This is an optimization exercise on Yosys and OpenROAD, whose aim is small area and a short achievable clock period, not a production implementation.
At most, simulation tests tie the RTL to the original design; equivalence was not proved.
No activity file was given, so power comes from the tool's default toggle rates.

==> flow/design.v <==
`timescale 1ns/1ps
`default_nettype none
module spi_mem_slave #(
  parameter int         ADDR_W    = 8,
  parameter logic [7:0] ID_BYTE   = 8'hA5,
  parameter             INIT_FILE = ""
) (
  input  logic       clk,
  input  logic       resetn,
  input  logic       spi_sck,
  input  logic       spi_cs,
  input  logic       spi_mosi,
  output logic       spi_miso,
  output logic       busy,
  output logic [7:0] last_cmd,
  output logic       xfer_done
);
  localparam logic [7:0] c_CMD_READ  = 8'h03;
  localparam logic [7:0] c_CMD_WRITE = 8'h02;
  localparam logic [7:0] c_CMD_ID    = 8'h9F;
  typedef enum logic [2:0] {
    S_IDLE   = 3'd0,
    S_CMD    = 3'd1,
    S_ADDR   = 3'd2,
    S_RD     = 3'd3,
    S_WR     = 3'd4,
    S_ID     = 3'd5,
    S_IGNORE = 3'd6
  } state_t;
  state_t r_state;
  state_t w_state_nxt;
  logic              r_sck_m, r_sck_s, r_sck_d;
  logic              r_cs_m, r_cs_s;
  logic              r_busy;        
  logic              r_mosi_m, r_mosi_s;
  logic [2:0]        r_bit_cnt;
  logic [6:0]        r_rx_sr;
  logic [6:0]        r_tx_sr;
  logic              r_miso;
  logic              r_load_pend;
  logic [7:0]        r_addr;
  logic [7:0]        r_last_cmd;
  logic              r_xfer_done;
  logic [7:0]        r_rd_data;
  logic       w_rise, w_fall, w_active, w_byte_done, w_mem_we;
  logic [7:0] w_rx_byte, w_tx_src;
  assign w_rise      = r_sck_s & ~r_sck_d;
  assign w_fall      = ~r_sck_s & r_sck_d;
  assign w_active    = ~r_cs_s & (r_state != S_IDLE);
  assign w_byte_done = w_active & w_rise & (r_bit_cnt == 3'd7);
  assign w_rx_byte   = {r_rx_sr, r_mosi_s};
  assign w_mem_we    = w_byte_done & (r_state == S_WR);
  assign w_tx_src    = (r_state == S_ID) ? ID_BYTE : r_rd_data;
  assign spi_miso  = r_miso;
  assign busy      = r_busy;
  assign last_cmd  = r_last_cmd;
  assign xfer_done = r_xfer_done;
  always_ff @(posedge clk or negedge resetn) begin
    if (!resetn) begin
      r_sck_m  <= 1'b0;
      r_sck_s  <= 1'b0;
      r_sck_d  <= 1'b0;
      r_cs_m   <= 1'b1;
      r_cs_s   <= 1'b1;
      r_busy   <= 1'b0;
      r_mosi_m <= 1'b0;
      r_mosi_s <= 1'b0;
    end else begin
      r_sck_m  <= spi_sck;
      r_sck_s  <= r_sck_m;
      r_sck_d  <= r_sck_s;
      r_cs_m   <= spi_cs;
      r_cs_s   <= r_cs_m;
      r_busy   <= ~r_cs_m;
      r_mosi_m <= spi_mosi;
      r_mosi_s <= r_mosi_m;
    end
  end
  always_ff @(posedge clk or negedge resetn) begin
    if (!resetn) r_state <= S_IDLE;
    else         r_state <= w_state_nxt;
  end
  always_comb begin
    w_state_nxt = r_state;
    if (r_cs_s) begin
      w_state_nxt = S_IDLE;
    end else begin
      case (r_state)
        S_IDLE: w_state_nxt = S_CMD;
        S_CMD: begin
          if (w_byte_done) begin
            case (w_rx_byte)
              c_CMD_READ, c_CMD_WRITE: w_state_nxt = S_ADDR;
              c_CMD_ID:                w_state_nxt = S_ID;
              default:                 w_state_nxt = S_IGNORE;
            endcase
          end
        end
        S_ADDR: begin
          if (w_byte_done)
            w_state_nxt = (r_last_cmd == c_CMD_READ) ? S_RD : S_WR;
        end
        default: w_state_nxt = r_state;
      endcase
    end
  end
  always_ff @(posedge clk or negedge resetn) begin
    if (!resetn) begin
      r_bit_cnt   <= 3'd0;
      r_miso      <= 1'b0;
      r_load_pend <= 1'b0;
      r_addr      <= '0;
      r_last_cmd  <= 8'h00;
      r_xfer_done <= 1'b0;
    end else begin
      r_xfer_done <= r_cs_s & (r_state != S_IDLE);
      if (!w_active) begin
        r_bit_cnt   <= 3'd0;
        r_miso      <= 1'b0;
        r_load_pend <= 1'b0;
      end else begin
        if (w_rise) begin
          r_bit_cnt <= r_bit_cnt + 3'd1;
          if (r_bit_cnt == 3'd7) begin
            case (r_state)
              S_CMD: begin
                r_last_cmd  <= w_rx_byte;
                r_load_pend <= (w_rx_byte == c_CMD_ID);
              end
              S_ADDR: begin
                r_addr      <= w_rx_byte;
                r_load_pend <= (r_last_cmd == c_CMD_READ);
              end
              S_RD, S_ID: r_load_pend <= 1'b1;
              S_WR:       r_addr <= r_addr + 8'd1;
              default: ;
            endcase
          end
        end
        if (w_fall) begin
          if (r_state == S_RD || r_state == S_ID) begin
            if (r_load_pend) begin
              r_miso      <= w_tx_src[7];
              r_load_pend <= 1'b0;
              if (r_state == S_RD) r_addr <= r_addr + 8'd1;
            end else begin
              r_miso  <= r_tx_sr[6];
            end
          end else begin
            r_miso <= 1'b0;
          end
        end
      end
    end
  end
  always_ff @(posedge clk) begin
    if (w_active && w_rise) r_rx_sr <= w_rx_byte[6:0];
    if (w_active && w_fall && (r_state == S_RD || r_state == S_ID))
      r_tx_sr <= r_load_pend ? w_tx_src[6:0] : {r_tx_sr[5:0], 1'b0};
  end
  logic [3:0] r_q;             
  logic [3:0] r_wa;            
  logic [3:0] r_wh1;           
  logic [7:0] r_wd;            
  logic [3:0] r_bh;            
  logic [15:0][7:0] w_buf;
  logic       w_addr_rise4, w_addr_hi, w_wslot, w_ld0, w_ld8;
  assign w_addr_rise4 = w_active & w_rise & (r_bit_cnt == 3'd3) & (r_state == S_ADDR);
  assign w_addr_hi    = (r_state == S_ADDR) & r_bit_cnt[2];
  assign w_wslot      = (r_wh1 == r_q);
  assign w_ld0        = (r_bh == r_q);
  assign w_ld8        = (r_bh == {~r_q[3], r_q[2:0]});
  always_ff @(posedge clk) begin
    r_q <= r_q - 4'd1;
    if (w_mem_we) begin
      r_wa  <= r_addr[3:0];
      r_wh1 <= r_addr[7:4] + 4'd1;
      r_wd  <= w_rx_byte;
    end
    if (w_addr_rise4)  r_bh <= {r_rx_sr[2:0], r_mosi_s};
    else if (!w_addr_hi) r_bh <= r_addr[7:4];
    if (!w_addr_hi) r_rd_data <= w_buf[r_addr[3:0]];
  end
  for (genvar n = 0; n < 16; n++) begin : g_ring
    logic [127:0] r_ring;      
    logic [7:0]   w_in;
    logic [7:0]   r_buf;       
    assign w_in = (w_wslot && r_wa == 4'(n)) ? r_wd : r_ring[127:120];
    always_ff @(posedge clk) begin
      r_ring <= {r_ring[119:0], w_in};
      r_buf  <= ({8{w_ld0}} & r_ring[7:0]) | ({8{w_ld8}} & r_ring[71:64]) |
                ({8{~(w_ld0 | w_ld8)}} & r_buf);
    end
    assign w_buf[n] = r_buf;
  end
endmodule
`default_nettype wire
make LEC_CHECK=0 CAP_MARGIN=20 CORE_MARGIN=2 CORE_UTILIZATION=65 CTS_CLUSTER_DIAMETER=70 CTS_CLUSTER_SIZE=30 SETUP_SLACK_MARGIN=3.5 SLEW_MARGIN=20 finish   # period 5.5 ns
run.sh (not shown) runs the stock make flow with config.mk's settings and CLKGATE_MAP_FILE= SYNTH_SCRIPT=/design/flow/synth_recipe.tcl, a recipe that flattens the netlist after the stock synthesis.
==> next run, changes <==
--- a/flow/design.v
+++ b/flow/design.v
@@ -40,8 +40,10 @@
   logic              r_load_pend;
   logic [7:0]        r_addr;
   logic [7:0]        r_last_cmd;
   logic              r_xfer_done;
+  logic              r_xfer_pre;    
+  logic              r_cmd_rd;      
   logic [7:0]        r_rd_data;
   logic       w_rise, w_fall, w_active, w_byte_done, w_mem_we;
   logic [7:0] w_rx_byte, w_tx_src;
   assign w_rise      = r_sck_s & ~r_sck_d;
@@ -97,9 +99,9 @@
           end
         end
         S_ADDR: begin
           if (w_byte_done)
-            w_state_nxt = (r_last_cmd == c_CMD_READ) ? S_RD : S_WR;
+            w_state_nxt = r_cmd_rd ? S_RD : S_WR;
         end
         default: w_state_nxt = r_state;
       endcase
     end
@@ -111,10 +113,13 @@
       r_load_pend <= 1'b0;
       r_addr      <= '0;
       r_last_cmd  <= 8'h00;
       r_xfer_done <= 1'b0;
+      r_xfer_pre  <= 1'b0;
+      r_cmd_rd    <= 1'b0;
     end else begin
-      r_xfer_done <= r_cs_s & (r_state != S_IDLE);
+      r_xfer_pre  <= r_cs_m & (w_state_nxt != S_IDLE);
+      r_xfer_done <= r_xfer_pre;
       if (!w_active) begin
         r_bit_cnt   <= 3'd0;
         r_miso      <= 1'b0;
         r_load_pend <= 1'b0;
@@ -124,13 +129,14 @@
           if (r_bit_cnt == 3'd7) begin
             case (r_state)
               S_CMD: begin
                 r_last_cmd  <= w_rx_byte;
+                r_cmd_rd    <= (w_rx_byte == c_CMD_READ);
                 r_load_pend <= (w_rx_byte == c_CMD_ID);
               end
               S_ADDR: begin
                 r_addr      <= w_rx_byte;
-                r_load_pend <= (r_last_cmd == c_CMD_READ);
+                r_load_pend <= r_cmd_rd;
               end
               S_RD, S_ID: r_load_pend <= 1'b1;
               S_WR:       r_addr <= r_addr + 8'd1;
               default: ;
The new run produced a clean layout.
Design area went up by 1.1%.
Die area went up by 0.98%.
Total power went down by 0.38%.
Worst hold slack stays flat.
Maximum frequency went up by 0.51%.
Global-route usage went down by 0.84 points.
Synthesized cell count barely changes.
Sequential cell count went up by 2.
Clock power went down by about 1%.
Register-to-register slack barely changes.
Sequential power is about the same.
The RTL of the second run of this note was laid out without a check of its function.

* * *

RTL: the design.v shown in full above, as it stands there.
make LEC_CHECK=0 CAP_MARGIN=20 CORE_MARGIN=2 CORE_UTILIZATION=70 CTS_CLUSTER_DIAMETER=80 CTS_CLUSTER_SIZE=24 SETUP_SLACK_MARGIN=3.5 SLEW_MARGIN=20 finish   # period 5.5 ns
==> next run, changes <==
--- a/flow/design.v
+++ b/flow/design.v
@@ -105,23 +105,27 @@
     end
   end
   always_ff @(posedge clk or negedge resetn) begin
     if (!resetn) begin
       r_bit_cnt   <= 3'd0;
+      r_rx_sr     <= 7'd0;
+      r_tx_sr     <= 7'd0;
       r_miso      <= 1'b0;
       r_load_pend <= 1'b0;
       r_addr      <= '0;
       r_last_cmd  <= 8'h00;
       r_xfer_done <= 1'b0;
     end else begin
       r_xfer_done <= r_cs_s & (r_state != S_IDLE);
       if (!w_active) begin
         r_bit_cnt   <= 3'd0;
+        r_tx_sr     <= 7'd0;
         r_miso      <= 1'b0;
         r_load_pend <= 1'b0;
       end else begin
         if (w_rise) begin
+          r_rx_sr   <= w_rx_byte[6:0];
           r_bit_cnt <= r_bit_cnt + 3'd1;
           if (r_bit_cnt == 3'd7) begin
             case (r_state)
               S_CMD: begin
                 r_last_cmd  <= w_rx_byte;
@@ -138,32 +142,28 @@
           end
         end
         if (w_fall) begin
           if (r_state == S_RD || r_state == S_ID) begin
             if (r_load_pend) begin
+              r_tx_sr     <= w_tx_src[6:0];
               r_miso      <= w_tx_src[7];
               r_load_pend <= 1'b0;
               if (r_state == S_RD) r_addr <= r_addr + 8'd1;
             end else begin
+              r_tx_sr <= {r_tx_sr[5:0], 1'b0};
               r_miso  <= r_tx_sr[6];
             end
           end else begin
             r_miso <= 1'b0;
           end
         end
       end
     end
   end
-  always_ff @(posedge clk) begin
-    if (w_active && w_rise) r_rx_sr <= w_rx_byte[6:0];
-    if (w_active && w_fall && (r_state == S_RD || r_state == S_ID))
-      r_tx_sr <= r_load_pend ? w_tx_src[6:0] : {r_tx_sr[5:0], 1'b0};
-  end
   logic [3:0] r_q;             
-  logic [3:0] r_wa;            
+  logic [7:0] r_wa, r_wd;      
   logic [3:0] r_wh1;           
-  logic [7:0] r_wd;            
   logic [3:0] r_bh;            
   logic [15:0][7:0] w_buf;
   logic       w_addr_rise4, w_addr_hi, w_wslot, w_ld0, w_ld8;
   assign w_addr_rise4 = w_active & w_rise & (r_bit_cnt == 3'd3) & (r_state == S_ADDR);
   assign w_addr_hi    = (r_state == S_ADDR) & r_bit_cnt[2];
@@ -171,11 +171,11 @@
   assign w_ld0        = (r_bh == r_q);
   assign w_ld8        = (r_bh == {~r_q[3], r_q[2:0]});
   always_ff @(posedge clk) begin
     r_q <= r_q - 4'd1;
     if (w_mem_we) begin
-      r_wa  <= r_addr[3:0];
+      r_wa  <= r_addr;
       r_wh1 <= r_addr[7:4] + 4'd1;
       r_wd  <= w_rx_byte;
     end
     if (w_addr_rise4)  r_bh <= {r_rx_sr[2:0], r_mosi_s};
     else if (!w_addr_hi) r_bh <= r_addr[7:4];
@@ -183,11 +183,11 @@
   end
   for (genvar n = 0; n < 16; n++) begin : g_ring
     logic [127:0] r_ring;      
     logic [7:0]   w_in;
     logic [7:0]   r_buf;       
-    assign w_in = (w_wslot && r_wa == 4'(n)) ? r_wd : r_ring[127:120];
+    assign w_in = (w_wslot && r_wa[3:0] == 4'(n)) ? r_wd : r_ring[127:120];
     always_ff @(posedge clk) begin
       r_ring <= {r_ring[119:0], w_in};
       r_buf  <= ({8{w_ld0}} & r_ring[7:0]) | ({8{w_ld8}} & r_ring[71:64]) |
                 ({8{~(w_ld0 | w_ld8)}} & r_buf);
     end
What happened:
- fmax stays flat
- design area is lower slightly
- hold slack hardly moves
- via count went up slightly
- critical path depth is unchanged
- clock power hardly moves
- setup slack got worse by 3.2 ps
- power increases slightly
- area after synthesis is higher slightly
- routed wire length rises by a few percent
- die area went up slightly

port drivers added, routing unchanged:
The flow's constraints put no driver on any port. The routed layouts listed below were extracted and timed again, unchanged, in two steps. Step 1: set_driving_cell puts a clkbuf_16 on clk and a buf_2 on each other input, an assumption about the parent block. Step 2 also shifts input and output timing later by t, the mid clock arrival at the registers, as if the neighbouring blocks saw the same clock. Slacks: ideal ports / drivers / drivers and shift; pairs: ideal ports / drivers.
run | t, ns | setup WS [ns] | cell pins on the clock port's net
the first run of note 1 | 0.730 | 3.113 / 3.043 / 3.434 | 1
the second run of note 1 | 0.706 | 3.125 / 3.057 / 3.439 | 1
the first run of note 2 | 0.738 | 3.095 / 3.028 / 3.292 | 1
the second run of note 2 | 0.744 | 3.092 / 3.023 / 3.431 | 1
After both steps setup and hold are still met in every run listed.
